What follows belongs to an exercise in optimizing a design on an open flow for a short achievable clock period and few clock cycles; a production flow would make more cautious choices. The RTL was checked by simulation tests, not by an equivalence proof against the original design. Power figures rest on the tool's default switching activity, not on a simulated workload.

File: run.sh
#!/bin/bash
# synth_recipe.tcl (not shown) runs the flow's synth.tcl, then flattens the netlist and writes it again
# the make line also repeats each setting of config.mk as NAME=value (left out here)
make -C /OpenROAD-flow-scripts/flow DESIGN_CONFIG=/design/flow/config.mk WORK_HOME=/design/flow/orfs CLKGATE_MAP_FILE= SYNTH_SCRIPT=/design/flow/synth_recipe.tcl finish
File: config.mk
export PLATFORM = sky130hd
export DESIGN_NAME = mipsCore
export DESIGN_NICKNAME = mipsCore
export VERILOG_FILES = /design/flow/design.v
export SDC_FILE = /design/flow/constraint.sdc
export NUM_CORES = 4
export LEC_CHECK = 0
export CAP_MARGIN = 20
export CORE_MARGIN = 2
export CORE_UTILIZATION = 40
export SLEW_MARGIN = 20
File: constraint.sdc
create_clock -name core_clock -period 12.0 [get_ports {iCLK}]
set_input_delay 2.4000 -clock core_clock [delete_from_list [all_inputs] [get_ports {iCLK}]]
set_output_delay 2.4000 -clock core_clock [all_outputs]
set_load 0.01 [all_outputs]
File: design.v
`default_nettype none
package mipsIsaPkg;
    typedef enum logic [5:0] {
        rType  = 6'h00,          
        opJ    = 6'h02,
        opJal  = 6'h03,
        opBeq  = 6'h04,
        opBne  = 6'h05,
        opAddi = 6'h08,
        opSlti = 6'h0A,
        opAndi = 6'h0C,
        opOri  = 6'h0D,
        opLui  = 6'h0F,
        opLw   = 6'h23,
        opSw   = 6'h2B
    } opcodeT;
    typedef enum logic [5:0] {
        fnSll = 6'h00,
        fnSrl = 6'h02,
        fnJr  = 6'h08,
        fnAdd = 6'h20,
        fnSub = 6'h22,
        fnAnd = 6'h24,
        fnOr  = 6'h25,
        fnSlt = 6'h2A
    } functT;
    typedef struct packed {
        opcodeT                  opcode;
        logic [5-1:0]  rs;
        logic [5-1:0]  rt;
        logic [5-1:0]  rd;
        logic [4:0]              shamt;
        functT                   funct;
    } rFieldsT;
    typedef struct packed {
        logic [5:0]              opcode;
        logic [5-1:0]  rs;
        logic [5-1:0]  rt;
        logic [16-1:0]       imm;
    } iFieldsT;
    typedef struct packed {
        logic [5:0]              opcode;
        logic [25:0]             index;      
    } jFieldsT;
endpackage
`default_nettype wire
`default_nettype none
package mipsCtrlPkg;
    typedef enum logic [2:0] {
        aluAdd, aluSub, aluAnd, aluOr,
        aluSlt, aluSll, aluSrl,
        aluLui                           
    } aluOpT;
    typedef enum logic [2:0] {
        pcNext,                          
        pcBeq,                           
        pcBne,                           
        pcJump,                          
        pcReg                            
    } pcSrcT;
    typedef enum logic [1:0] {dstRt, dstRd, dstLink} regDstT;
    typedef enum logic [1:0] {srcReg, srcSignImm, srcZeroImm} aluSrcT;
    typedef enum logic [1:0] {wbAlu, wbMem, wbPc4} wbSrcT;
endpackage
`default_nettype wire
`timescale 1ns/1ns
`default_nettype none
module instrDecoder (
    input  logic              iRST,
    input  logic [32-1:0]  instr,
    output logic                    ctrl_regWrite,   
    output mipsCtrlPkg::regDstT     ctrl_regDst,
    output mipsCtrlPkg::aluSrcT     ctrl_aluSrc,     
    output mipsCtrlPkg::aluOpT      ctrl_aluOp,
    output logic                    ctrl_memRead,    
    output logic                    ctrl_memWrite,   
    output mipsCtrlPkg::wbSrcT      ctrl_wbSrc,
    output mipsCtrlPkg::pcSrcT      ctrl_pcSrc
);
    mipsIsaPkg::rFieldsT fields;
    assign fields = instr;
    always_comb
    begin
        ctrl_regWrite = 1'b0;
        ctrl_regDst   = mipsCtrlPkg::dstRt;
        ctrl_aluSrc   = mipsCtrlPkg::srcReg;
        ctrl_aluOp    = mipsCtrlPkg::aluAdd;
        ctrl_memRead  = 1'b0;
        ctrl_memWrite = 1'b0;
        ctrl_wbSrc    = mipsCtrlPkg::wbAlu;
        ctrl_pcSrc    = mipsCtrlPkg::pcNext;
        case (fields.opcode)
            mipsIsaPkg::rType:
            begin
                ctrl_regDst = mipsCtrlPkg::dstRd;
                case (fields.funct)
                    mipsIsaPkg::fnAdd: begin ctrl_regWrite = 1'b1; ctrl_aluOp = mipsCtrlPkg::aluAdd; end
                    mipsIsaPkg::fnSub: begin ctrl_regWrite = 1'b1; ctrl_aluOp = mipsCtrlPkg::aluSub; end
                    mipsIsaPkg::fnAnd: begin ctrl_regWrite = 1'b1; ctrl_aluOp = mipsCtrlPkg::aluAnd; end
                    mipsIsaPkg::fnOr:  begin ctrl_regWrite = 1'b1; ctrl_aluOp = mipsCtrlPkg::aluOr;  end
                    mipsIsaPkg::fnSlt: begin ctrl_regWrite = 1'b1; ctrl_aluOp = mipsCtrlPkg::aluSlt; end
                    mipsIsaPkg::fnSll: begin ctrl_regWrite = 1'b1; ctrl_aluOp = mipsCtrlPkg::aluSll; end    
                    mipsIsaPkg::fnSrl: begin ctrl_regWrite = 1'b1; ctrl_aluOp = mipsCtrlPkg::aluSrl; end
                    mipsIsaPkg::fnJr:  ctrl_pcSrc = mipsCtrlPkg::pcReg;                                   
                    default: ;                                                   
                endcase
            end
            mipsIsaPkg::opAddi: begin ctrl_regWrite = 1'b1; ctrl_aluSrc = mipsCtrlPkg::srcSignImm; end
            mipsIsaPkg::opSlti:
            begin
                ctrl_regWrite = 1'b1;
                ctrl_aluSrc   = mipsCtrlPkg::srcSignImm;
                ctrl_aluOp    = mipsCtrlPkg::aluSlt;
            end
            mipsIsaPkg::opAndi:
            begin
                ctrl_regWrite = 1'b1;
                ctrl_aluSrc   = mipsCtrlPkg::srcZeroImm;      
                ctrl_aluOp    = mipsCtrlPkg::aluAnd;
            end
            mipsIsaPkg::opOri:
            begin
                ctrl_regWrite = 1'b1;
                ctrl_aluSrc   = mipsCtrlPkg::srcZeroImm;
                ctrl_aluOp    = mipsCtrlPkg::aluOr;
            end
            mipsIsaPkg::opLui:
            begin
                ctrl_regWrite = 1'b1;
                ctrl_aluSrc   = mipsCtrlPkg::srcZeroImm;
                ctrl_aluOp    = mipsCtrlPkg::aluLui;
            end
            mipsIsaPkg::opLw:
            begin
                ctrl_regWrite = 1'b1;
                ctrl_aluSrc   = mipsCtrlPkg::srcSignImm;
                ctrl_memRead  = 1'b1;
                ctrl_wbSrc    = mipsCtrlPkg::wbMem;
            end
            mipsIsaPkg::opSw: begin ctrl_aluSrc = mipsCtrlPkg::srcSignImm; ctrl_memWrite = 1'b1; end
            mipsIsaPkg::opBeq: begin ctrl_aluOp = mipsCtrlPkg::aluSub; ctrl_pcSrc = mipsCtrlPkg::pcBeq; end
            mipsIsaPkg::opBne: begin ctrl_aluOp = mipsCtrlPkg::aluSub; ctrl_pcSrc = mipsCtrlPkg::pcBne; end
            mipsIsaPkg::opJ:   ctrl_pcSrc = mipsCtrlPkg::pcJump;
            mipsIsaPkg::opJal:
            begin
                ctrl_regWrite = 1'b1;
                ctrl_regDst   = mipsCtrlPkg::dstLink;         
                ctrl_wbSrc    = mipsCtrlPkg::wbPc4;
                ctrl_pcSrc    = mipsCtrlPkg::pcJump;
            end
            default: ;                           
        endcase
        if (iRST)
        begin
            ctrl_regWrite = 1'b0;
            ctrl_memRead  = 1'b0;
            ctrl_memWrite = 1'b0;
        end
    end
endmodule
`default_nettype wire
`timescale 1ns/1ns
`default_nettype none
module regFile (
    input  logic                    iCLK,
    input  logic                    iRST,
    input  logic [5-1:0]  rsAddr,
    input  logic [5-1:0]  rtAddr,
    input  logic [5-1:0]  wrAddr,
    input  logic [32-1:0]        wrData,
    input  logic                    wrEn,
    output logic [32-1:0]        rsData,
    output logic [32-1:0]        rtData
);
    logic [32-1:0] regs [32];
    always_ff @(posedge iCLK)
    begin
        if (iRST)
        begin
            for (int i = 0; i < 32; i++)
                regs[i] <= '0;
        end
        else if (wrEn && (wrAddr != '0))     
            regs[wrAddr] <= wrData;
    end
    assign rsData = regs[rsAddr];
    assign rtData = regs[rtAddr];
endmodule
`default_nettype wire
`timescale 1ns/1ns
`default_nettype none
module aluUnit (
    input  mipsCtrlPkg::aluOpT    ctrl_aluOp,
    input  logic [32-1:0]   a,
    input  logic [32-1:0]   b,
    input  logic [4:0]         shamt,
    output logic [32-1:0]   result,
    output logic               zero
);
    logic lessThan;
    assign lessThan = ($signed(a) < $signed(b));
    always_comb
    begin
        case (ctrl_aluOp)
            mipsCtrlPkg::aluAdd:  result = a + b;             
            mipsCtrlPkg::aluSub:  result = a - b;
            mipsCtrlPkg::aluAnd:  result = a & b;
            mipsCtrlPkg::aluOr:   result = a | b;
            mipsCtrlPkg::aluSlt:  result = {{(32-1){1'b0}}, lessThan};
            mipsCtrlPkg::aluSll:  result = b << shamt;
            mipsCtrlPkg::aluSrl:  result = b >> shamt;        
            mipsCtrlPkg::aluLui:  result = b << 16;       
            default: result = a + b;
        endcase
    end
    assign zero = (result == '0);
endmodule
`default_nettype wire
`timescale 1ns/1ns
`default_nettype none
module pcUnit (
    input  logic              iCLK,
    input  logic              iRST,
    input  mipsCtrlPkg::pcSrcT    ctrl_pcSrc,
    input  logic [32-1:0]  instr,
    input  logic              zero,
    input  logic [32-1:0]  rsData,
    output logic [32-1:0]  pc,
    output logic [32-1:0]  pc4
);
    mipsIsaPkg::iFieldsT          iFields;
    mipsIsaPkg::jFieldsT          jFields;
    logic [32-1:0] branchTarget;
    logic [32-1:0] jumpTarget;
    logic [32-1:0] nextPc;
    assign iFields = instr;
    assign jFields = instr;
    assign pc4 = pc + 32'd4;
    assign branchTarget = pc4 + {{(32-16-2){iFields.imm[16-1]}}, iFields.imm, 2'b00};
    assign jumpTarget   = {pc4[32-1:28], jFields.index, 2'b00};    
    always_comb
    begin
        case (ctrl_pcSrc)
            mipsCtrlPkg::pcNext:  nextPc = pc4;
            mipsCtrlPkg::pcBeq:   nextPc = zero ? branchTarget : pc4;
            mipsCtrlPkg::pcBne:   nextPc = zero ? pc4 : branchTarget;
            mipsCtrlPkg::pcJump:  nextPc = jumpTarget;
            mipsCtrlPkg::pcReg:   nextPc = rsData;            
            default: nextPc = pc4;
        endcase
    end
    always_ff @(posedge iCLK)
    begin
        if (iRST)
            pc <= 32'h0040_0000;
        else
            pc <= nextPc;
    end
endmodule
`default_nettype wire
`timescale 1ns/1ns
`default_nettype none
module operandRouter (
    input  mipsCtrlPkg::regDstT   ctrl_regDst,
    input  mipsCtrlPkg::aluSrcT   ctrl_aluSrc,
    input  mipsCtrlPkg::wbSrcT    ctrl_wbSrc,
    input  logic [32-1:0]        instr,
    input  logic [32-1:0]        rtData,
    input  logic [32-1:0]        aluResult,
    input  logic [32-1:0]        memData,
    input  logic [32-1:0]        pc4,
    output logic [32-1:0]        aluB,
    output logic [5-1:0]  wrAddr,
    output logic [32-1:0]        wrData
);
    mipsIsaPkg::rFieldsT          rFields;
    mipsIsaPkg::iFieldsT          iFields;
    logic [32-1:0] signImm;
    logic [32-1:0] zeroImm;
    assign rFields = instr;
    assign iFields = instr;
    assign signImm = {{(32-16){iFields.imm[16-1]}}, iFields.imm};
    assign zeroImm = {{(32-16){1'b0}}, iFields.imm};
    always_comb
    begin
        case (ctrl_aluSrc)
            mipsCtrlPkg::srcSignImm: aluB = signImm;
            mipsCtrlPkg::srcZeroImm: aluB = zeroImm;
            default:    aluB = rtData;
        endcase
        case (ctrl_regDst)
            mipsCtrlPkg::dstRd:   wrAddr = rFields.rd;
            mipsCtrlPkg::dstLink: wrAddr = 5'(31);
            default: wrAddr = rFields.rt;        
        endcase
        case (ctrl_wbSrc)
            mipsCtrlPkg::wbMem:   wrData = memData;
            mipsCtrlPkg::wbPc4:   wrData = pc4;               
            default: wrData = aluResult;
        endcase
    end
endmodule
`default_nettype wire
`timescale 1ns/1ns
`default_nettype none
module mipsCore (
    input  logic              iCLK,
    input  logic              iRST,
    output logic [32-1:0]  instrAddr,
    input  logic [32-1:0]  instrData,
    output logic [32-1:0]  dataAddr,
    output logic [32-1:0]  dataWrData,
    input  logic [32-1:0]  dataRdData,
    output logic              dataRead,
    output logic              dataWrite
);
    mipsIsaPkg::rFieldsT                 rFields;
    logic [32-1:0]        pc;
    logic [32-1:0]        pc4;
    logic [32-1:0]        rsData;
    logic [32-1:0]        rtData;
    logic [32-1:0]        aluB;
    logic [32-1:0]        aluResult;
    logic                    zero;
    logic [5-1:0]  wrAddr;
    logic [32-1:0]        wrData;
    logic                    ctrl_regWrite;
    mipsCtrlPkg::regDstT     ctrl_regDst;
    mipsCtrlPkg::aluSrcT     ctrl_aluSrc;
    mipsCtrlPkg::aluOpT      ctrl_aluOp;
    logic                    ctrl_memRead;
    logic                    ctrl_memWrite;
    mipsCtrlPkg::wbSrcT      ctrl_wbSrc;
    mipsCtrlPkg::pcSrcT      ctrl_pcSrc;
    assign rFields = instrData;
    instrDecoder uDecoder (
        .iRST  (iRST),
        .instr (instrData),
        .ctrl_regWrite (ctrl_regWrite),
        .ctrl_regDst   (ctrl_regDst),
        .ctrl_aluSrc   (ctrl_aluSrc),
        .ctrl_aluOp    (ctrl_aluOp),
        .ctrl_memRead  (ctrl_memRead),
        .ctrl_memWrite (ctrl_memWrite),
        .ctrl_wbSrc    (ctrl_wbSrc),
        .ctrl_pcSrc    (ctrl_pcSrc)
    );
    regFile uRegFile (
        .iCLK   (iCLK),
        .iRST   (iRST),
        .rsAddr (rFields.rs),
        .rtAddr (rFields.rt),
        .wrAddr (wrAddr),
        .wrData (wrData),
        .wrEn   (ctrl_regWrite),
        .rsData (rsData),
        .rtData (rtData)
    );
    aluUnit uAlu (
        .ctrl_aluOp (ctrl_aluOp),
        .a      (rsData),
        .b      (aluB),
        .shamt  (rFields.shamt),
        .result (aluResult),
        .zero   (zero)
    );
    operandRouter uRouter (
        .ctrl_regDst (ctrl_regDst),
        .ctrl_aluSrc (ctrl_aluSrc),
        .ctrl_wbSrc  (ctrl_wbSrc),
        .instr     (instrData),
        .rtData    (rtData),
        .aluResult (aluResult),
        .memData   (dataRdData),
        .pc4       (pc4),
        .aluB      (aluB),
        .wrAddr    (wrAddr),
        .wrData    (wrData)
    );
    pcUnit uPc (
        .iCLK   (iCLK),
        .iRST   (iRST),
        .ctrl_pcSrc (ctrl_pcSrc),
        .instr  (instrData),
        .zero   (zero),
        .rsData (rsData),
        .pc     (pc),
        .pc4    (pc4)
    );
    assign instrAddr  = pc;
    assign dataAddr   = aluResult;           
    assign dataWrData = rtData;
    assign dataRead   = ctrl_memRead;
    assign dataWrite  = ctrl_memWrite;
endmodule
`default_nettype wire
==> tab_implementation.tex, run 1 <==
\begin{tabular}{lr}
\hline
Metric & Value \\
\hline
\multicolumn{2}{l}{\textbf{Logic synthesis}} \\
\quad Mapped Avg Cell Area & 11.1 um2 \\
\quad Commonest register cell after synthesis & sky130\_fd\_sc\_hd\_\_edfxtp\_1 \\
\quad Area of the mapped netlist & 0.0666 mm2 \\
\quad Synthesized netlist cell count & 6,012 \\
\quad Share of synthesized area occupied by flip-flops and latches & 47.1\% \\
\quad Ys async rst share & 0\% \\
\quad Number of storage elements in the synthesis netlist & 1,056 \\
\quad Unique masters post-synth & 107 \\
\quad Count of warnings emitted by yosys & 5 \\
\quad Number of enable-type register cells in the synthesized netlist & 1,024 \\
\multicolumn{2}{l}{\textbf{Hold path}} \\
\quad Type of the tightest min-delay check & reg2reg \\
\quad Hold path startpoint & uPc.pc[1]\$\_SDFFE\_PP0P\_ \\
\multicolumn{2}{l}{\textbf{Timing}} \\
\quad Final total negative setup slack & 0 ps \\
\quad Worst-case setup margin in the final layout & 223 ps \\
\quad Count of final hold-check violations & 0 \\
\quad Finish-stage setup viols & 0 \\
\quad Setup repair after global routing missed its margin & false \\
\quad Maximum clock skew at final layout & 79.4 ps \\
\quad Tmin final & 11,780 ps \\
\quad Slew at the pin closest to its max-slew limit & 1190 ps \\
\quad Count of pins over their slew limit & 0 \\
\quad Highest attainable clock frequency & 84.9 MHz \\
\quad Hold Slack & 624 ps \\
\quad Share of the cycle needed by the critical path after routing & 98.1\% \\
\quad Max\_slew headroom & 19.8\% \\
\multicolumn{2}{l}{\textbf{Detailed routing}} \\
\quad Routed wire length & 319,000 um \\
\quad Drt drc & 0 \\
\quad Via-to-Cell Ratio & 6.95 \\
\quad Routed via count & 57,900 \\
\quad Detailed-router iteration count before antenna repair & 6 \\
\quad Remaining antenna violation count after routing & 0 \\
\quad Wire length per cell after detailed routing & 38.3 um \\
\quad Number of DRC markers after the initial detailed-route iteration & 10,100 \\
\multicolumn{2}{l}{\textbf{Critical path}} \\
\quad Cell depth of the worst flop-to-flop path & 25 \\
\quad Required time worst endpoint & 9600 ps \\
\quad Family with the most delay on the worst path & compound AO/OA/AOI/OAI gates \\
\quad Buf+Inv Stages, Crit Path & 6 \\
\quad Cell with the largest stage delay on the worst path & sky130\_fd\_sc\_hd\_\_clkdlybuf4s50\_1 \\
\quad Reg-to-reg endpoint & uPc.pc[31]\$\_SDFF\_PP0\_ \\
\quad Worst setup slack for register-to-register paths & 3840 ps \\
\quad Slowest Stage Delay on Critical Path & 670 ps \\
\quad Startpoint types & input pin \\
\quad Launching element of the worst setup path & instrData[16] \\
\quad Signal arrival time at the worst endpoint & 9380 ps \\
\quad Count of cell instances traversed by the critical path & 23 \\
\quad Critical Path Fanout Max & 26 \\
\quad Worst-path cell chain & clkdlybuf4s50\_1 > and2\_4 > buf\_4 > buf\_4 > a22oi\_1 > nand3\_1 > nand4\_1 > nor2\_1 > nor2\_1 > inv\_1 > ha\_1 > inv\_1 > a21o\_1 > a21o\_1 > a21oi\_1 > mux2i\_1 > a31oi\_1 > o22ai\_1 > a221oi\_1 > o31ai\_1 > a211o\_1 > a211o\_1 > clkdlybuf4s50\_1 \\
\quad CP endpoint & dataAddr[31] \\
\quad FF-to-FF Start & uRegFile.regs[1][6]\$\_SDFFCE\_PN0P\_ \\
\quad Crit. End Element & primary output \\
\quad Crit path kind & in2out \\
\multicolumn{2}{l}{\textbf{Clock network}} \\
\quad Number of clock buffers inserted by TritonCTS & 109 \\
\quad Total of hold buffers inserted after clock tree synthesis & 0 \\
\quad CTS Root Buffer Type & sky130\_fd\_sc\_hd\_\_clkbuf\_16 \\
\quad Setup Fix Bufs, Post-CTS & 0 \\
\quad CTS tree & done \\
\quad Max clock buf depth & 3 \\
\quad Number of levels in the clock H-tree & 3 \\
\quad Sinks on the clock net & 1,056 \\
\quad Clock input transition at the sequential cells of the worst setup and hold paths & 60 ps \\
\quad Clk Latency, worst-skew pair & 790 ps \\
\multicolumn{2}{l}{\textbf{Global route}} \\
\quad GRT overflow & 0 \\
\quad Initial antenna violation count & 19 \\
\quad Global-route wire length before repair & 437,000 um \\
\quad Maximum number of pins on one net before global-route repair & 97 \\
\quad Via count of the first global-routing pass & 54,400 \\
\quad Total routing resource utilization after global routing & 36.7\% \\
\multicolumn{2}{l}{\textbf{Floorplan}} \\
\quad Height of the chip & 412 um \\
\quad \# IOs & 164 \\
\quad Effective utilization at floorplan & 40.3\% \\
\quad Die Outline Area & 0.170 mm2 \\
\quad Chip Width & 412 um \\
\quad Area inside the core boundary & 0.165 mm2 \\
\quad Count of standard-cell rows & 149 \\
\multicolumn{2}{l}{\textbf{Final layout}} \\
\quad Commonest non-fill, non-tap cell in the layout & sky130\_fd\_sc\_hd\_\_nor2\_1 \\
\quad Most frequent cells in the layout & 1,263 x sky130\_fd\_sc\_hd\_\_nor2\_1, 1,024 x sky130\_fd\_sc\_hd\_\_edfxtp\_1, 495 x sky130\_fd\_sc\_hd\_\_mux2i\_1 \\
\quad Fraction of final layout cells sized beyond drive strength 1 & 16.7\% \\
\quad Number of nets at the end of the flow & 6,254 \\
\quad Growth of design area from synthesis to finish & 13.1\% \\
\multicolumn{2}{l}{\textbf{Power and ir drop}} \\
\quad Switching power as a share of total power & 36.2\% \\
\quad Net Sw Power & 0.00400 W \\
\quad Part of the power in registers & 38.5\% \\
\quad Share of total power in the clock network & 30.9\% \\
\quad Pint & 0.00704 W \\
\quad Leak & 27.8 nW \\
\quad Logic gate share of total power & 30.6\% \\
\quad Maximum ir drop on the vdd rail & 123 uV \\
\quad Power density over the cells & 146 mW/mm2 \\
\multicolumn{2}{l}{\textbf{Place}} \\
\quad HPWL after detailed placement & 209,000 um \\
\quad Worst setup timing slack at the placement stage & 335 ps \\
\quad Port-buffer cells & 163 \\
\quad Last weighted congestion value of the routability-driven placer & 1.11 \\
\multicolumn{2}{l}{\textbf{Flow run}} \\
\quad MaxCap Viol Count & 0 \\
\multicolumn{2}{l}{\textbf{Outcome}} \\
\quad Status & finished clean \\
\hline
\end{tabular}
[stage by stage]
stage / utilization (%) / power (W) / instance area (um2) / instances
2_1_floorplan: - / 0.00609 / 66800 / 6043
3_3_place_gp: 43.5 / 0.00754 / 71800 / 8131
3_5_place_dp: 43.5 / 0.00755 / 71900 / 8131
4_1_cts: 45.6 / 0.0109 / 75400 / 8331
5_1_grt: 45.6 / 0.0113 / 75400 / 8332
6_report: 45.6 / 0.0110 / 75400 / 8336
[registers in the layout, indices dropped and copies added, names as in the netlist]
name and flops:
uRegFile.regs 1024, uPc.pc 32
[worst min path at each step]
| stage | slack, ps | end | cells past startpoint |
|---|---|---|---|
| floorplan | 550 | uPc.pc[0]$_SDFFE_PP0P_ | 2 |
| global placement | 600 | uPc.pc[1]$_SDFFE_PP0P_ | 2 |
| detailed placement | 600 | uPc.pc[1]$_SDFFE_PP0P_ | 2 |
| CTS | 610 | uPc.pc[1]$_SDFFE_PP0P_ | 2 |
| global route | 650 | uPc.pc[1]$_SDFFE_PP0P_ | 2 |
| finish | 620 | uPc.pc[1]$_SDFFE_PP0P_ | 2 |
[power groups by stage]
stage                     combinational, W  sequential, W  clock [W]
after floorplan                    0.00179        0.00430          0
after CTS                          0.00324        0.00425    0.00342
after global routing               0.00346        0.00426    0.00355
after detailed placement           0.00322        0.00433          0
after global placement             0.00322        0.00432          0
final                              0.00338        0.00425    0.00342
[final cells by class]
type	instances	area (um2)
diodes	5	12.5
clock buffers	126	2790
clock inverters	74	708
fillers	15200	89800
inverters	141	529
multi-input cells	4299	33300
flip-flops and latches	1056	31400
well taps	2189	2740
repair buffers	446	3930
[metal layers]
metal	share of wire [%]	up-vias	GRT usage (%)
li1	-	22900	-
met1	36	28800	48.1
met2	42	5114	53.6
met3	14	1076	10.6
met4	7.3	20	22.4
met5	0.046	-	0
[synthesized netlist by cell type, types with 16 or more instances]
cell	instances	area, um2
sky130_fd_sc_hd__o21ai_0	137	686
sky130_fd_sc_hd__a22o_1	23	201
sky130_fd_sc_hd__o31ai_1	23	173
sky130_fd_sc_hd__o21a_1	32	240
sky130_fd_sc_hd__dfxtp_1	32	641
sky130_fd_sc_hd__nand3_1	112	561
sky130_fd_sc_hd__nand2_1	281	1050
sky130_fd_sc_hd__a31oi_1	52	325
sky130_fd_sc_hd__nor3_1	61	305
sky130_fd_sc_hd__a21o_1	28	210
sky130_fd_sc_hd__mux2_2	32	360
sky130_fd_sc_hd__o211ai_1	36	270
sky130_fd_sc_hd__xnor2_1	58	508
sky130_fd_sc_hd__a21oi_1	249	1250
sky130_fd_sc_hd__nor4_1	44	275
sky130_fd_sc_hd__o32ai_1	17	149
sky130_fd_sc_hd__buf_1	47	176
sky130_fd_sc_hd__a221oi_1	33	289
sky130_fd_sc_hd__nand2b_1	23	144
sky130_fd_sc_hd__and2_1	16	100
sky130_fd_sc_hd__buf_2	61	305
sky130_fd_sc_hd__o221ai_1	24	210
sky130_fd_sc_hd__mux4_2	354	7970
sky130_fd_sc_hd__ha_1	132	1650
sky130_fd_sc_hd__inv_1	137	514
sky130_fd_sc_hd__edfxtp_1	1024	30700
sky130_fd_sc_hd__clkbuf_1	409	1540
sky130_fd_sc_hd__o22ai_1	88	551
sky130_fd_sc_hd__nor2_1	1270	4770
sky130_fd_sc_hd__and3_1	18	113
sky130_fd_sc_hd__a311oi_1	18	158
sky130_fd_sc_hd__mux2i_1	497	4970
sky130_fd_sc_hd__or2_2	20	125
sky130_fd_sc_hd__a211oi_1	32	240
sky130_fd_sc_hd__xor2_1	21	184
sky130_fd_sc_hd__nand4_1	44	275
sky130_fd_sc_hd__buf_4	17	128
sky130_fd_sc_hd__a22oi_1	233	1750
[tightest hold or removal path, cell delays in order, from the launching register on]
cell                      delay, ps
sky130_fd_sc_hd__dfxtp_1        380
sky130_fd_sc_hd__a31oi_1        160
sky130_fd_sc_hd__nor2_1          40
[timing repair]
action	in CTS	in global routing
gates resized for setup	0	5
hold endpoints to repair	0	0
setup endpoints to repair	0	4
[cell families (layout without fill, tap and decap cells)]
logic type                 after synthesis  after routing  share of synthesized area, %
AOI/OAI and AO/OA                     1185           1185                          12.3
xor gates and xnor gates                80             80                          1.06
adders and majority gates              135            135                          2.57
buffers and inverters                  688            787                          4.23
DFF                                   1056           1056                          47.1
muxes                                  883            883                          20.0
other                                    1             37                       0.00563
and+or+nand+nor                       1984           1984                          12.8
Testbench counts, summed over its fixed seeds: cycles 181,417.
==> inputs of run 2 (changes only) <==
--- a/design.v
+++ b/design.v
@@ -314,83 +314,193 @@
     output logic              dataRead,
     output logic              dataWrite
 );
-    mipsIsaPkg::rFieldsT                 rFields;
-    logic [32-1:0]        pc;
-    logic [32-1:0]        pc4;
-    logic [32-1:0]        rsData;
-    logic [32-1:0]        rtData;
-    logic [32-1:0]        aluB;
-    logic [32-1:0]        aluResult;
-    logic                    zero;
-    logic [5-1:0]  wrAddr;
-    logic [32-1:0]        wrData;
-    logic                    ctrl_regWrite;
-    mipsCtrlPkg::regDstT     ctrl_regDst;
-    mipsCtrlPkg::aluSrcT     ctrl_aluSrc;
-    mipsCtrlPkg::aluOpT      ctrl_aluOp;
-    logic                    ctrl_memRead;
-    logic                    ctrl_memWrite;
-    mipsCtrlPkg::wbSrcT      ctrl_wbSrc;
-    mipsCtrlPkg::pcSrcT      ctrl_pcSrc;
-    assign rFields = instrData;
-    instrDecoder uDecoder (
-        .iRST  (iRST),
-        .instr (instrData),
-        .ctrl_regWrite (ctrl_regWrite),
-        .ctrl_regDst   (ctrl_regDst),
-        .ctrl_aluSrc   (ctrl_aluSrc),
-        .ctrl_aluOp    (ctrl_aluOp),
-        .ctrl_memRead  (ctrl_memRead),
-        .ctrl_memWrite (ctrl_memWrite),
-        .ctrl_wbSrc    (ctrl_wbSrc),
-        .ctrl_pcSrc    (ctrl_pcSrc)
-    );
-    regFile uRegFile (
-        .iCLK   (iCLK),
-        .iRST   (iRST),
-        .rsAddr (rFields.rs),
-        .rtAddr (rFields.rt),
-        .wrAddr (wrAddr),
-        .wrData (wrData),
-        .wrEn   (ctrl_regWrite),
-        .rsData (rsData),
-        .rtData (rtData)
-    );
-    aluUnit uAlu (
-        .ctrl_aluOp (ctrl_aluOp),
-        .a      (rsData),
-        .b      (aluB),
-        .shamt  (rFields.shamt),
-        .result (aluResult),
-        .zero   (zero)
-    );
-    operandRouter uRouter (
-        .ctrl_regDst (ctrl_regDst),
-        .ctrl_aluSrc (ctrl_aluSrc),
-        .ctrl_wbSrc  (ctrl_wbSrc),
-        .instr     (instrData),
-        .rtData    (rtData),
-        .aluResult (aluResult),
-        .memData   (dataRdData),
-        .pc4       (pc4),
-        .aluB      (aluB),
-        .wrAddr    (wrAddr),
-        .wrData    (wrData)
-    );
-    pcUnit uPc (
-        .iCLK   (iCLK),
-        .iRST   (iRST),
-        .ctrl_pcSrc (ctrl_pcSrc),
-        .instr  (instrData),
-        .zero   (zero),
-        .rsData (rsData),
-        .pc     (pc),
-        .pc4    (pc4)
-    );
-    assign instrAddr  = pc;
-    assign dataAddr   = aluResult;           
-    assign dataWrData = rtData;
-    assign dataRead   = ctrl_memRead;
-    assign dataWrite  = ctrl_memWrite;
+    localparam int BP_W = 8;             
+    logic [31:0] pc;
+    logic [31:0] regs [1:31];
+    logic [1:0]  bpCnt [1 << BP_W];
+    logic        eValid;
+    logic [31:0] eA, eB, eSd;
+    logic [4:0]  eShamt;
+    logic [2:0]  eOp;
+    logic [4:0]  eDst;
+    logic        eWen, eLw, eSw, eBr, eBne, ePred, eBtfn;
+    logic [31:0] eAltPc;
+    logic [BP_W-1:0] eBpIdx;
+    localparam logic [2:0] OP_ADD = 3'd0, OP_SUB = 3'd1, OP_AND = 3'd2, OP_OR = 3'd3,
+                           OP_SLT = 3'd4, OP_SLL = 3'd5, OP_SRL = 3'd6;
+    logic [31:0] eSum, eDiff, eRes, eWbData;
+    logic        eLess, eEq, eTaken, eMiss;
+    assign eSum  = eA + eB;
+    assign eDiff = eA - eB;
+    assign eLess = ($signed(eA) < $signed(eB));
+    always_comb
+    begin
+        case (eOp)
+            OP_SUB:  eRes = eDiff;
+            OP_AND:  eRes = eA & eB;
+            OP_OR:   eRes = eA | eB;
+            OP_SLT:  eRes = {31'd0, eLess};
+            OP_SLL:  eRes = eB << eShamt;
+            OP_SRL:  eRes = eB >> eShamt;
+            default: eRes = eSum;
+        endcase
+    end
+    assign eWbData = eLw ? dataRdData : eRes;
+    assign eEq    = (eA == eSd);
+    assign eTaken = eBne ? ~eEq : eEq;
+    assign eMiss  = eValid & eBr & (eTaken != ePred);
+    assign dataAddr   = eSum;
+    assign dataWrData = eSd;
+    assign dataRead   = eValid & eLw & ~iRST;
+    assign dataWrite  = eValid & eSw & ~iRST;
+    logic [5:0]  op, fn;
+    logic [4:0]  rs, rt, rd, sh;
+    logic [15:0] imm;
+    assign op  = instrData[31:26];
+    assign rs  = instrData[25:21];
+    assign rt  = instrData[20:16];
+    assign rd  = instrData[15:11];
+    assign sh  = instrData[10:6];
+    assign fn  = instrData[5:0];
+    assign imm = instrData[15:0];
+    logic isR, isJr, isAddi, isSlti, isAndi, isOri, isLui, isLw, isSw, isBeq, isBne, isJ, isJal;
+    logic rAlu;
+    logic [2:0] rOp;
+    always_comb
+    begin
+        rAlu = 1'b1;
+        rOp  = OP_ADD;
+        case (fn)
+            6'h20: rOp = OP_ADD;
+            6'h22: rOp = OP_SUB;
+            6'h24: rOp = OP_AND;
+            6'h25: rOp = OP_OR;
+            6'h2A: rOp = OP_SLT;
+            6'h00: rOp = OP_SLL;
+            6'h02: rOp = OP_SRL;
+            default: rAlu = 1'b0;
+        endcase
+    end
+    assign isR    = (op == 6'h00);
+    assign isJr   = isR & (fn == 6'h08);
+    assign isAddi = (op == 6'h08);
+    assign isSlti = (op == 6'h0A);
+    assign isAndi = (op == 6'h0C);
+    assign isOri  = (op == 6'h0D);
+    assign isLui  = (op == 6'h0F);
+    assign isLw   = (op == 6'h23);
+    assign isSw   = (op == 6'h2B);
+    assign isBeq  = (op == 6'h04);
+    assign isBne  = (op == 6'h05);
+    assign isJ    = (op == 6'h02);
+    assign isJal  = (op == 6'h03);
+    logic        dWen;
+    logic [4:0]  dDst;
+    logic [2:0]  dOp;
+    assign dWen = (isR & rAlu) | isAddi | isSlti | isAndi | isOri | isLui | isLw | isJal;
+    assign dDst = isJal ? 5'd31 : (isR ? rd : rt);
+    always_comb
+    begin
+        if (isR)           dOp = rOp;
+        else if (isSlti)   dOp = OP_SLT;
+        else if (isAndi)   dOp = OP_AND;
+        else if (isOri | isLui | isJal) dOp = OP_OR;
+        else               dOp = OP_ADD;
+    end
+    logic [31:0] rsReg, rtReg, rsVal, rtVal;
+    logic        eWr;
+    assign rsReg = (rs == 5'd0) ? 32'd0 : regs[rs];
+    assign rtReg = (rt == 5'd0) ? 32'd0 : regs[rt];
+    assign eWr   = eValid & eWen & (eDst != 5'd0);
+    assign rsVal = (eWr && eDst == rs) ? eWbData : rsReg;
+    assign rtVal = (eWr && eDst == rt) ? eWbData : rtReg;
+    logic [31:0] pc4, brTarget, jTarget, nextPc;
+    logic        backward, btfn, pred;
+    logic [BP_W-1:0] bpIdx;
+    assign pc4      = pc + 32'd4;
+    assign brTarget = pc4 + {{14{imm[15]}}, imm, 2'b00};
+    assign jTarget  = {pc4[31:28], instrData[25:0], 2'b00};
+    assign bpIdx    = pc[BP_W+1:2];
+    assign backward = imm[15];
+    assign btfn     = backward;
+    assign pred     = (rs == rt) ? isBeq : (btfn ^ bpCnt[bpIdx][1]);
+    always_comb
+    begin
+        if (eMiss)                           nextPc = eAltPc;
+        else if (isJ | isJal)                nextPc = jTarget;
+        else if (isJr)                       nextPc = rsVal;
+        else if ((isBeq | isBne) & pred)     nextPc = brTarget;
+        else                                 nextPc = pc4;
+    end
+    assign instrAddr = pc;
+    always_ff @(posedge iCLK)
+    begin
+        if (iRST)
+        begin
+            pc     <= 32'h0040_0000;
+            eValid <= 1'b0;
+        end
+        else
+        begin
+            pc     <= nextPc;
+            eValid <= ~eMiss;
+        end
+    end
+    always_ff @(posedge iCLK)
+    begin
+        eA     <= (isLui | isJal) ? 32'd0 : rsVal;
+        if (isJal)
+            eB <= pc4;
+        else if (isLui)
+            eB <= {imm, 16'd0};
+        else if (isAndi | isOri)
+            eB <= {16'd0, imm};
+        else if (isR)
+            eB <= rtVal;
+        else
+            eB <= {{16{imm[15]}}, imm};
+        eSd    <= rtVal;
+        eShamt <= sh;
+        eOp    <= dOp;
+        eDst   <= dDst;
+        eWen   <= dWen;
+        eLw    <= isLw;
+        eSw    <= isSw;
+        eBr    <= (isBeq | isBne) & (rs != rt);
+        eBne   <= isBne;
+        ePred  <= pred;
+        eBtfn  <= btfn;
+        eAltPc <= pred ? pc4 : brTarget;
+        eBpIdx <= bpIdx;
+    end
+    always_ff @(posedge iCLK)
+    begin
+        if (iRST)
+        begin
+            for (int i = 1; i < 32; i++)
+                regs[i] <= '0;
+        end
+        else if (eWr)
+            regs[eDst] <= eWbData;
+    end
+    always_ff @(posedge iCLK)
+    begin
+        if (iRST)
+        begin
+            for (int i = 0; i < (1 << BP_W); i++)
+                bpCnt[i] <= 2'b00;
+        end
+        else if (eValid & eBr)
+        begin
+            if (eTaken != eBtfn)
+            begin
+                if (bpCnt[eBpIdx] != 2'b11) bpCnt[eBpIdx] <= bpCnt[eBpIdx] + 2'b01;
+            end
+            else
+            begin
+                if (bpCnt[eBpIdx] != 2'b00) bpCnt[eBpIdx] <= bpCnt[eBpIdx] - 2'b01;
+            end
+        end
+    end
 endmodule
 `default_nettype wire
==> tab_implementation.tex, run 2 <==
\begin{tabular}{lr}
\hline
Metric & Value \\
\hline
\multicolumn{2}{l}{\textbf{Outcome}} \\
\quad Status & finished clean \\
\multicolumn{2}{l}{\textbf{Timing}} \\
\quad Maximum clock skew at final layout & 86.6 ps (+7.24 ps) \\
\quad Worst-case setup margin in the final layout & 4280 ps (+4060 ps) \\
\quad Highest attainable clock frequency & 130 MHz (+53\%) \\
\quad Finish-stage setup viols & 0 (unchanged) \\
\quad Setup repair after global routing missed its margin & false \\
\quad Final total negative setup slack & 0 ps (unchanged) \\
\quad Count of final hold-check violations & 0 (unchanged) \\
\quad Count of pins over their slew limit & 0 (unchanged) \\
\quad Tmin final & 7720 ps (-4060 ps) \\
\quad Max\_slew headroom & 14.5\% (-5.3 points) \\
\quad Slew at the pin closest to its max-slew limit & 1280 ps (+91.6 ps) \\
\quad Share of the cycle needed by the critical path after routing & 64.3\% (-34 points) \\
\multicolumn{2}{l}{\textbf{Logic synthesis}} \\
\quad Synthesized netlist cell count & 7,960 (+32\%) \\
\quad Area share of the largest cell type after synthesis & 47.3\% (+1.1 points) \\
\quad Number of enable-type register cells in the synthesized netlist & 1,536 (+50\%) \\
\quad Mapped Avg Cell Area & 12.3 um2 (+11\%) \\
\quad Synth area leaders & sky130\_fd\_sc\_hd\_\_edfxtp\_1 47\%, sky130\_fd\_sc\_hd\_\_mux4\_2 19\%, sky130\_fd\_sc\_hd\_\_nor2\_1 6.1\%, sky130\_fd\_sc\_hd\_\_dfxtp\_1 3.9\%, sky130\_fd\_sc\_hd\_\_nand2\_1 2.3\% \\
\quad Area leader, netlist & sky130\_fd\_sc\_hd\_\_edfxtp\_1 \\
\quad Number of storage elements in the synthesis netlist & 1,725 (+63\%) \\
\quad Commonest register cell after synthesis & sky130\_fd\_sc\_hd\_\_edfxtp\_1 \\
\quad Most frequent cell after synthesis & sky130\_fd\_sc\_hd\_\_nor2\_1 \\
\quad Count of warnings emitted by yosys & 1 (-4) \\
\quad Ys async rst share & 0\% (unchanged) \\
\quad Unique masters post-synth & 89 (-17\%) \\
\quad Area of the mapped netlist & 0.0975 mm2 (+46\%) \\
\quad Share of synthesized area occupied by flip-flops and latches & 51.2\% (+4.1 points) \\
\quad Most numerous cell types in the synthesized netlist & 1,581 x sky130\_fd\_sc\_hd\_\_nor2\_1, 1,536 x sky130\_fd\_sc\_hd\_\_edfxtp\_1, 844 x sky130\_fd\_sc\_hd\_\_mux4\_2, 588 x sky130\_fd\_sc\_hd\_\_nand2\_1, 559 x sky130\_fd\_sc\_hd\_\_clkbuf\_1 \\
\multicolumn{2}{l}{\textbf{Detailed routing}} \\
\quad Routed via count & 72,800 (+26\%) \\
\quad Number of DRC markers after the initial detailed-route iteration & 10,600 (+5.0\%) \\
\quad Wire length the detailed router placed on met1 & 136,000 um (+18\%) \\
\quad Wire length per cell after detailed routing & 33.9 um (-11\%) \\
\quad Via-to-Cell Ratio & 6.57 (-5.5\%) \\
\quad Total met3 wirelength after detailed routing & 43,100 um (-3.3\%) \\
\quad Met2 WL post-DR & 172,000 um (+28\%) \\
\quad Detailed-router iteration count before antenna repair & 8 (+2) \\
\quad Remaining antenna violation count after routing & 0 (unchanged) \\
\quad Routed wire length & 375,000 um (+18\%) \\
\quad Drt drc & 0 (unchanged) \\
\quad Top Layer Used & met5 \\
\multicolumn{2}{l}{\textbf{Final layout}} \\
\quad Number of nets at the end of the flow & 7,916 (+27\%) \\
\quad Largest registers & regs: 1024 flops, bpCnt: 512 flops \\
\quad Fraction of final layout cells sized beyond drive strength 1 & 19.5\% (+2.8 points) \\
\quad Most frequent cells in the layout & 1,580 x sky130\_fd\_sc\_hd\_\_nor2\_1, 1,536 x sky130\_fd\_sc\_hd\_\_edfxtp\_1, 844 x sky130\_fd\_sc\_hd\_\_mux4\_2 \\
\quad Register name with the most flops & regs \\
\quad Area used by multi-input combinational logic & 0.0444 mm2 (+33\%) \\
\quad FF+latch area & 0.0499 mm2 (+59\%) \\
\quad Commonest non-fill, non-tap cell in the layout & sky130\_fd\_sc\_hd\_\_nor2\_1 \\
\quad Number of flip-flops under the largest register name & 1,024 (unchanged) \\
\quad Filler Cells Inserted & 22,100 (+45\%) \\
\quad Growth of design area from synthesis to finish & 10.7\% \\
\multicolumn{2}{l}{\textbf{Critical path}} \\
\quad Startpoint types & flip-flop \\
\quad Cell with the largest stage delay on the worst path & sky130\_fd\_sc\_hd\_\_a221oi\_1 \\
\quad Reg-to-reg endpoint & bpCnt[255][1]\$\_SDFFCE\_PN0P\_ \\
\quad CP endpoint & dataAddr[28] \\
\quad Family with the most delay on the worst path & compound AO/OA/AOI/OAI gates \\
\quad Slowest Stage Delay on Critical Path & 760 ps (+90 ps) \\
\quad Crit. End Element & primary output \\
\quad Worst-path cell chain & ha\_1 > fa\_1 > a211oi\_1 > o21ai\_0 > a221oi\_1 > nand3\_1 > a31oi\_1 > o21bai\_1 > mux2i\_1 > clkdlybuf4s50\_1 \\
\quad Required time worst endpoint & 9600 ps (about the same) \\
\quad Critical Path Fanout Max & 7 (-73\%) \\
\quad Cell depth of the worst flop-to-flop path & 12 (-52\%) \\
\quad Buf+Inv Stages, Crit Path & 1 (-5) \\
\quad Crit path kind & reg2out \\
\quad Count of cell instances traversed by the critical path & 10 (-57\%) \\
\quad Worst setup slack for register-to-register paths & 5210 ps (+1370 ps) \\
\quad Signal arrival time at the worst endpoint & 5320 ps (-4060 ps) \\
\quad FF-to-FF Start & eBpIdx[0]\$\_DFF\_P\_ \\
\quad Launching element of the worst setup path & eB[0]\$\_DFF\_P\_ \\
\multicolumn{2}{l}{\textbf{Floorplan}} \\
\quad Count of standard-cell rows & 181 (+21\%) \\
\quad Area inside the core boundary & 0.243 mm2 (+47\%) \\
\quad \# IOs & 164 (unchanged) \\
\quad Height of the chip & 498 um (+21\%) \\
\quad Chip Width & 498 um (+21\%) \\
\quad Effective utilization at floorplan & 40.2\% (-0.16 points) \\
\quad Die Outline Area & 0.248 mm2 (+46\%) \\
\multicolumn{2}{l}{\textbf{Power and ir drop}} \\
\quad Leak & 38.0 nW (+36\%) \\
\quad Maximum ir drop on the vdd rail & 154 uV (+25\%) \\
\quad Power density over the cells & 157 mW/mm2 (+7.2\%) \\
\multicolumn{2}{l}{\textbf{Global route}} \\
\quad Total routing resource utilization after global routing & 29.6\% (-7.1 points) \\
\quad GRT overflow & 0 (unchanged) \\
\quad Maximum number of pins on one net before global-route repair & 192 (+98\%) \\
\quad Via count of the first global-routing pass & 70,600 (+30\%) \\
\quad Initial antenna violation count & 24 (+5) \\
\quad Global-route wire length before repair & 529,000 um (+21\%) \\
\multicolumn{2}{l}{\textbf{Clock network}} \\
\quad Sinks on the clock net & 1,725 (+63\%) \\
\quad Total of hold buffers inserted after clock tree synthesis & 0 (unchanged) \\
\quad CTS tree & done \\
\quad Max clock buf depth & 3 (unchanged) \\
\quad Post-cts resize count & 0 (unchanged) \\
\quad Number of clock buffers inserted by TritonCTS & 187 (+72\%) \\
\quad Number of levels in the clock H-tree & 4 (+1) \\
\quad Clk Latency, worst-skew pair & 880 ps (+90 ps) \\
\quad CTS Root Buffer Type & sky130\_fd\_sc\_hd\_\_clkbuf\_16 \\
\quad Setup Fix Bufs, Post-CTS & 0 (unchanged) \\
\quad Clock input transition at the sequential cells of the worst setup and hold paths & 60 ps (about the same) \\
\multicolumn{2}{l}{\textbf{Place}} \\
\quad Last weighted congestion value of the routability-driven placer & 1.03 (-7.5\%) \\
\quad HPWL after detailed placement & 242,000 um (+16\%) \\
\quad Worst setup timing slack at the placement stage & 4550 ps (+4210 ps) \\
\quad Port-buffer cells & 163 (unchanged) \\
\multicolumn{2}{l}{\textbf{Flow run}} \\
\quad MaxCap Viol Count & 0 (unchanged) \\
\multicolumn{2}{l}{\textbf{Hold path}} \\
\quad Type of the tightest min-delay check & reg2reg \\
\hline
\end{tabular}
## run 2: changes by cell type after synthesis, moves of 181 or more
cell and change:
sky130_fd_sc_hd__edfxtp_1 +512, sky130_fd_sc_hd__mux2i_1 -308, sky130_fd_sc_hd__nor2_1 +311, sky130_fd_sc_hd__nor3_1 +261
sky130_fd_sc_hd__mux4_2 +490, sky130_fd_sc_hd__a22oi_1 -181, sky130_fd_sc_hd__nand2_1 +307
## run 2: worst reg2reg max path, stage by stage, from the launching register on
cell	delay (ps)
sky130_fd_sc_hd__dfxtp_4	720
sky130_fd_sc_hd__buf_4	700
sky130_fd_sc_hd__mux4_2	690
sky130_fd_sc_hd__mux4_2	470
sky130_fd_sc_hd__inv_1	160
sky130_fd_sc_hd__o22ai_1	100
sky130_fd_sc_hd__nor4_1	720
sky130_fd_sc_hd__nand3_1	200
sky130_fd_sc_hd__and2_4	230
sky130_fd_sc_hd__mux2i_4	660
sky130_fd_sc_hd__buf_4	480
sky130_fd_sc_hd__nand3_2	930
sky130_fd_sc_hd__nor3_1	480
## run 2: how the worst min path moves through the flow
stage | from | to | depth (start not counted)
2_1_floorplan | pc[8]$_SDFF_PP0_ | eBpIdx[6]$_DFF_P_ | 0
5_1_grt | pc[1]$_SDFFE_PP0P_ | eAltPc[1]$_DFF_P_ | 0
4_1_cts | pc[1]$_SDFFE_PP0P_ | eAltPc[1]$_DFF_P_ | 0
3_5_place_dp | pc[1]$_SDFFE_PP0P_ | eAltPc[1]$_DFF_P_ | 0
6_report | eAltPc[13]$_DFF_P_ | pc[13]$_SDFF_PP0_ | 1
3_3_place_gp | eAltPc[13]$_DFF_P_ | pc[13]$_SDFF_PP0_ | 1
## run 2: layer usage
layer,GRT usage (%),vias to the layer above
li1,-,29600
met1,38.6,37100
met2,46.1,5085
met3,6.55,973
met4,16.3,10
met5,0,-
## run 2: power breakdown
part / internal (W) / leakage (nW) / total (W) / switching, W
registers: 0.00684 / 17.4 / 0.00714 / 0.000302
clock network: 0.00302 / 2.76 / 0.00555 / 0.00252
logic: 0.00137 / 17.8 / 0.00427 / 0.00289
total: 0.0112 / 38.0 / 0.0170 / 0.00572
## run 2: cell type report
cell class	count	area share, %
diodes	14	0.0324
clock buffers	253	4.60
clock inverters	82	0.697
inverters	169	0.594
multi-input cells	5283	41.1
flip-flops and latches	1725	46.2
well taps	3202	3.71
repair buffers	355	3.04
## run 2: per-stage QoR
stage	instances	cell area, um2	power (W)	hold slack [ps]	util (%)
floorplan	7991	97700	0.00962	390	-
global placement	10700	102000	0.0113	427	42.0
detailed placement	10700	102000	0.0114	425	42.1
CTS	11100	108000	0.0169	433	44.4
global route	11100	108000	0.0173	447	44.5
finish	11100	108000	0.0170	453	44.5
## run 2: kinds of logic (layout without fill, tap and decap cells)
| kind of cell | count (synthesis) | in the layout | synth area share, % |
|---|---|---|---|
| and+or+nand+nor | 2865 | 2865 | 12.6 |
| DFF | 1725 | 1725 | 51.2 |
| muxes | 1090 | 1090 | 22.1 |
| AOI/OAI and AO/OA | 1024 | 1024 | 7.08 |
| buffers and inverters | 983 | 859 | 4.12 |
| xor gates and xnor gates | 143 | 143 | 1.28 |
| adders and majority gates | 129 | 129 | 1.68 |
| other | 1 | 46 | 0.00384 |
Testbench counts of run 2, summed over its fixed seeds: cycles 185,792.
==> inputs of run 3 (changes only) <==
--- a/config.mk
+++ b/config.mk
@@ -8,4 +8,6 @@
 export CAP_MARGIN = 20
 export CORE_MARGIN = 2
 export CORE_UTILIZATION = 40
+export SETUP_SLACK_MARGIN = 5
 export SLEW_MARGIN = 20
+export TNS_END_PERCENT = 5
==> tab_implementation.tex, run 3 <==
\begin{tabular}{lr}
\hline
Metric & Value \\
\hline
\multicolumn{2}{l}{\textbf{Detailed routing}} \\
\quad Routed via count & 72,900 (+0.15\%) \\
\quad Detailed-router iteration count before antenna repair & 9 (+1) \\
\quad Wire length per cell after detailed routing & 33.9 um (about the same) \\
\quad Remaining antenna violation count after routing & 0 (unchanged) \\
\quad Via-to-Cell Ratio & 6.58 (+0.15\%) \\
\quad Number of DRC markers after the initial detailed-route iteration & 11,000 (+3.4\%) \\
\quad Routed wire length & 375,000 um (about the same) \\
\quad Drt drc & 0 (unchanged) \\
\multicolumn{2}{l}{\textbf{Clock network}} \\
\quad Setup Fix Bufs, Post-CTS & 0 (unchanged) \\
\quad Clk Latency, worst-skew pair & 890 ps (about the same) \\
\quad Number of levels in the clock H-tree & 4 (unchanged) \\
\quad Number of clock buffers inserted by TritonCTS & 187 (unchanged) \\
\quad Total of hold buffers inserted after clock tree synthesis & 0 (unchanged) \\
\quad Clock input transition at the sequential cells of the worst setup and hold paths & 60 ps (about the same) \\
\quad CTS tree & done \\
\quad CTS Root Buffer Type & sky130\_fd\_sc\_hd\_\_clkbuf\_16 \\
\quad Sinks on the clock net & 1,725 (unchanged) \\
\quad Max clock buf depth & 3 (unchanged) \\
\multicolumn{2}{l}{\textbf{Logic synthesis}} \\
\quad Area of the mapped netlist & 0.0975 mm2 (unchanged) \\
\quad Number of storage elements in the synthesis netlist & 1,725 (unchanged) \\
\quad Mapped Avg Cell Area & 12.3 um2 (unchanged) \\
\quad Most frequent cell after synthesis & sky130\_fd\_sc\_hd\_\_nor2\_1 \\
\quad Ys async rst share & 0\% (unchanged) \\
\quad Most numerous cell types in the synthesized netlist & 1,581 x sky130\_fd\_sc\_hd\_\_nor2\_1, 1,536 x sky130\_fd\_sc\_hd\_\_edfxtp\_1, 844 x sky130\_fd\_sc\_hd\_\_mux4\_2, 588 x sky130\_fd\_sc\_hd\_\_nand2\_1, 559 x sky130\_fd\_sc\_hd\_\_clkbuf\_1 \\
\quad Count of warnings emitted by yosys & 1 (unchanged) \\
\quad Area share of the largest cell type after synthesis & 47.3\% (unchanged) \\
\quad Unique masters post-synth & 89 (unchanged) \\
\quad Area leader, netlist & sky130\_fd\_sc\_hd\_\_edfxtp\_1 \\
\quad Number of enable-type register cells in the synthesized netlist & 1,536 (unchanged) \\
\quad Synthesized netlist cell count & 7,960 (unchanged) \\
\quad Commonest register cell after synthesis & sky130\_fd\_sc\_hd\_\_edfxtp\_1 \\
\quad Share of synthesized area occupied by flip-flops and latches & 51.2\% (unchanged) \\
\quad Synth area leaders & sky130\_fd\_sc\_hd\_\_edfxtp\_1 47\%, sky130\_fd\_sc\_hd\_\_mux4\_2 19\%, sky130\_fd\_sc\_hd\_\_nor2\_1 6.1\%, sky130\_fd\_sc\_hd\_\_dfxtp\_1 3.9\%, sky130\_fd\_sc\_hd\_\_nand2\_1 2.3\% \\
\multicolumn{2}{l}{\textbf{Global route}} \\
\quad Total routing resource utilization after global routing & 29.6\% (about the same) \\
\quad Via count of the first global-routing pass & 70,500 (-0.067\%) \\
\quad Maximum number of pins on one net before global-route repair & 192 (unchanged) \\
\quad Global-route wire length before repair & 529,000 um (about the same) \\
\quad Initial antenna violation count & 20 (-17\%) \\
\quad GRT overflow & 0 (unchanged) \\
\multicolumn{2}{l}{\textbf{Timing}} \\
\quad Worst-case setup margin in the final layout & 4950 ps (+667 ps) \\
\quad Final total negative setup slack & 0 ps (unchanged) \\
\quad Setup repair after global routing missed its margin & true \\
\quad Highest attainable clock frequency & 142 MHz (+9.5\%) \\
\quad Max\_slew headroom & 13.8\% (-0.72 points) \\
\quad Maximum clock skew at final layout & 89.1 ps (+2.49 ps) \\
\quad Count of pins over their slew limit & 0 (unchanged) \\
\quad Share of the cycle needed by the critical path after routing & 58.8\% (-5.6 points) \\
\quad Finish-stage setup viols & 0 (unchanged) \\
\quad Slew at the pin closest to its max-slew limit & 1280 ps (+1.62 ps) \\
\quad Count of final hold-check violations & 0 (unchanged) \\
\quad Tmin final & 7050 ps (-667 ps) \\
\multicolumn{2}{l}{\textbf{Floorplan}} \\
\quad Die Outline Area & 0.248 mm2 (unchanged) \\
\quad \# IOs & 164 (unchanged) \\
\quad Area inside the core boundary & 0.243 mm2 (unchanged) \\
\quad Height of the chip & 498 um (unchanged) \\
\quad Count of standard-cell rows & 181 (unchanged) \\
\quad Chip Width & 498 um (unchanged) \\
\quad Effective utilization at floorplan & 40.2\% (unchanged) \\
\multicolumn{2}{l}{\textbf{Critical path}} \\
\quad Crit. End Element & primary output \\
\quad Startpoint types & input pin \\
\quad Launching element of the worst setup path & iRST \\
\quad Buf+Inv Stages, Crit Path & 3 (+2) \\
\quad Crit path kind & in2out \\
\quad Most frequent cell on the critical path & sky130\_fd\_sc\_hd\_\_clkdlybuf4s50\_1 \\
\quad Family with the most delay on the worst path & buffers and inverters \\
\quad Cell with the largest stage delay on the worst path & sky130\_fd\_sc\_hd\_\_clkdlybuf4s50\_1 \\
\quad Critical Path Fanout Max & 22 (+15) \\
\quad Signal arrival time at the worst endpoint & 4650 ps (-670 ps) \\
\quad FF-to-FF Start & eBpIdx[0]\$\_DFF\_P\_ \\
\quad Worst-path cell chain & clkdlybuf4s50\_1 > buf\_4 > nor2b\_2 > and2\_1 > clkdlybuf4s50\_1 \\
\quad Required time worst endpoint & 9600 ps (about the same) \\
\quad Slowest Stage Delay on Critical Path & 610 ps (-150 ps) \\
\multicolumn{2}{l}{\textbf{Final layout}} \\
\quad Growth of design area from synthesis to finish & 10.9\% \\
\quad Number of nets at the end of the flow & 7,917 (+0.013\%) \\
\quad Commonest non-fill, non-tap cell in the layout & sky130\_fd\_sc\_hd\_\_nor2\_1 \\
\quad Most frequent cells in the layout & 1,580 x sky130\_fd\_sc\_hd\_\_nor2\_1, 1,536 x sky130\_fd\_sc\_hd\_\_edfxtp\_1, 844 x sky130\_fd\_sc\_hd\_\_mux4\_2 \\
\quad Register name with the most flops & regs \\
\quad Fraction of final layout cells sized beyond drive strength 1 & 20.0\% (+0.57 points) \\
\quad Finished Layout Cells & 11,100 (unchanged) \\
\quad Number of flip-flops under the largest register name & 1,024 (unchanged) \\
\quad Largest registers & regs: 1024 flops, bpCnt: 512 flops \\
\multicolumn{2}{l}{\textbf{Place}} \\
\quad Total placed cells including tap cells & 10,700 (unchanged) \\
\quad HPWL after detailed placement & 242,000 um (unchanged) \\
\quad Last weighted congestion value of the routability-driven placer & 1.03 (unchanged) \\
\quad Port-buffer cells & 163 (unchanged) \\
\quad Worst setup timing slack at the placement stage & 4550 ps (unchanged) \\
\multicolumn{2}{l}{\textbf{Hold path}} \\
\quad Hold path startpoint & pc[1]\$\_SDFFE\_PP0P\_ \\
\quad Type of the tightest min-delay check & reg2reg \\
\multicolumn{2}{l}{\textbf{Outcome}} \\
\quad Status & finished clean \\
\multicolumn{2}{l}{\textbf{Power and ir drop}} \\
\quad Power density over the cells & 157 mW/mm2 (about the same) \\
\quad Maximum ir drop on the vdd rail & 153 uV (-0.62\%) \\
\quad Leak & 38.0 nW (+0.10\%) \\
\multicolumn{2}{l}{\textbf{Flow run}} \\
\quad MaxCap Viol Count & 0 (unchanged) \\
\hline
\end{tabular}
run 3: cell counts after synthesis:
Identical to the previous run, type by type.
run 3: area by class of cell:
class                   count  area (um2)
repair buffers            356        3310
well taps                3202        4010
clock inverters            82         753
flip-flops and latches   1725       50000
inverters                 169         642
multi-input cells        5283       44500
fillers                 22000      135000
clock buffers             253        4970
diodes                     13        32.5
run 3: per-layer routing:
metal	wire length, um	GRT usage, %	share of wire [%]
met1	137000	38.7	36
met2	171000	46.0	46
met3	42900	6.46	11
met4	24600	16.3	6.6
met5	72	0	0.019
run 3: worst paths after layout:
| check | cells after the start | end | slack, ps |
|---|---|---|---|
| setup / recovery | 5 | dataWrite | 4950 |
| hold / removal | 0 | eAltPc[1]$_DFF_P_ | 440 |
| setup reg to reg | 13 | bpCnt[125][1]$_SDFFCE_PN0P_ | 5320 |
| hold reg to reg | 0 | eAltPc[1]$_DFF_P_ | 440 |
run 3: worst reg2reg max path, delay by kind of cell, from the launching register on:
family	cells	cell delay [ps]
and+or+nand+nor	5	2080
muxes	3	1820
buffers and inverters	4	1770
DFF	1	720
AOI/OAI and AO/OA	1	100
run 3: metrics by stage:
step	total power, W	hold WS (ps)	util [%]	cell area, um2
global route	0.0174	447	44.6	108000
CTS	0.0169	433	44.4	108000
finish	0.0170	444	44.6	108000
detailed placement	0.0114	425	42.1	102000
floorplan	0.00962	390	-	97700
global placement	0.0113	427	42.0	102000
run 3: logic make-up after synthesis:
kind of cell,share of synthesized area (%)
buffers and inverters,4.12
XOR/XNOR,1.28
flip-flops,51.2
AO/OA/AOI/OAI,7.08
adder cells (fa/ha/maj),1.68
AND/OR/NAND/NOR,12.6
multiplexers,22.1
other,0.00384
run 3: timing repair:
action,in CTS,in global routing
setup endpoints to repair,17,27
pin swaps,0,1
resized for setup,15,35
run 3: where the power goes:
group / switching, W / internal [W] / leakage, nW
clock network: 0.00252 / 0.00302 / 2.76
logic: 0.00291 / 0.00140 / 17.8
registers: 0.000302 / 0.00684 / 17.4
total: 0.00574 / 0.0113 / 38.0

-- port drivers added, routing unchanged --
In the flow no input, the clock included, has a driving cell. The finished layouts below were timed again as built, in two steps. Step 1 assumes that a clkbuf_16 drives the clock port and a buf_2 every other input. Step 2 also shifts input and output timing later by t, the mid clock arrival at the registers, as if the neighbouring blocks saw the same clock. Slacks: no drivers / after step 1 / after step 2; pairs: no drivers / after step 1.
run | t, ns | setup WS [ns] | worst register clock-pin slew, ns | cell pins on the clock port's net
run 1 | 0.830 | 0.223 / 0.162 / 0.162 | 0.07 / 0.07 | 1
run 2 | 0.915 | 4.279 / 4.199 / 4.493 | 0.07 / 0.07 | 1
run 3 | 0.916 | 4.947 / 4.924 / 4.496 | 0.07 / 0.07 | 1
After both steps every run listed still meets setup and hold. The setup slack of run 3, which loses most, moves by -0.023 ns with the drivers and by -0.451 ns with both steps.
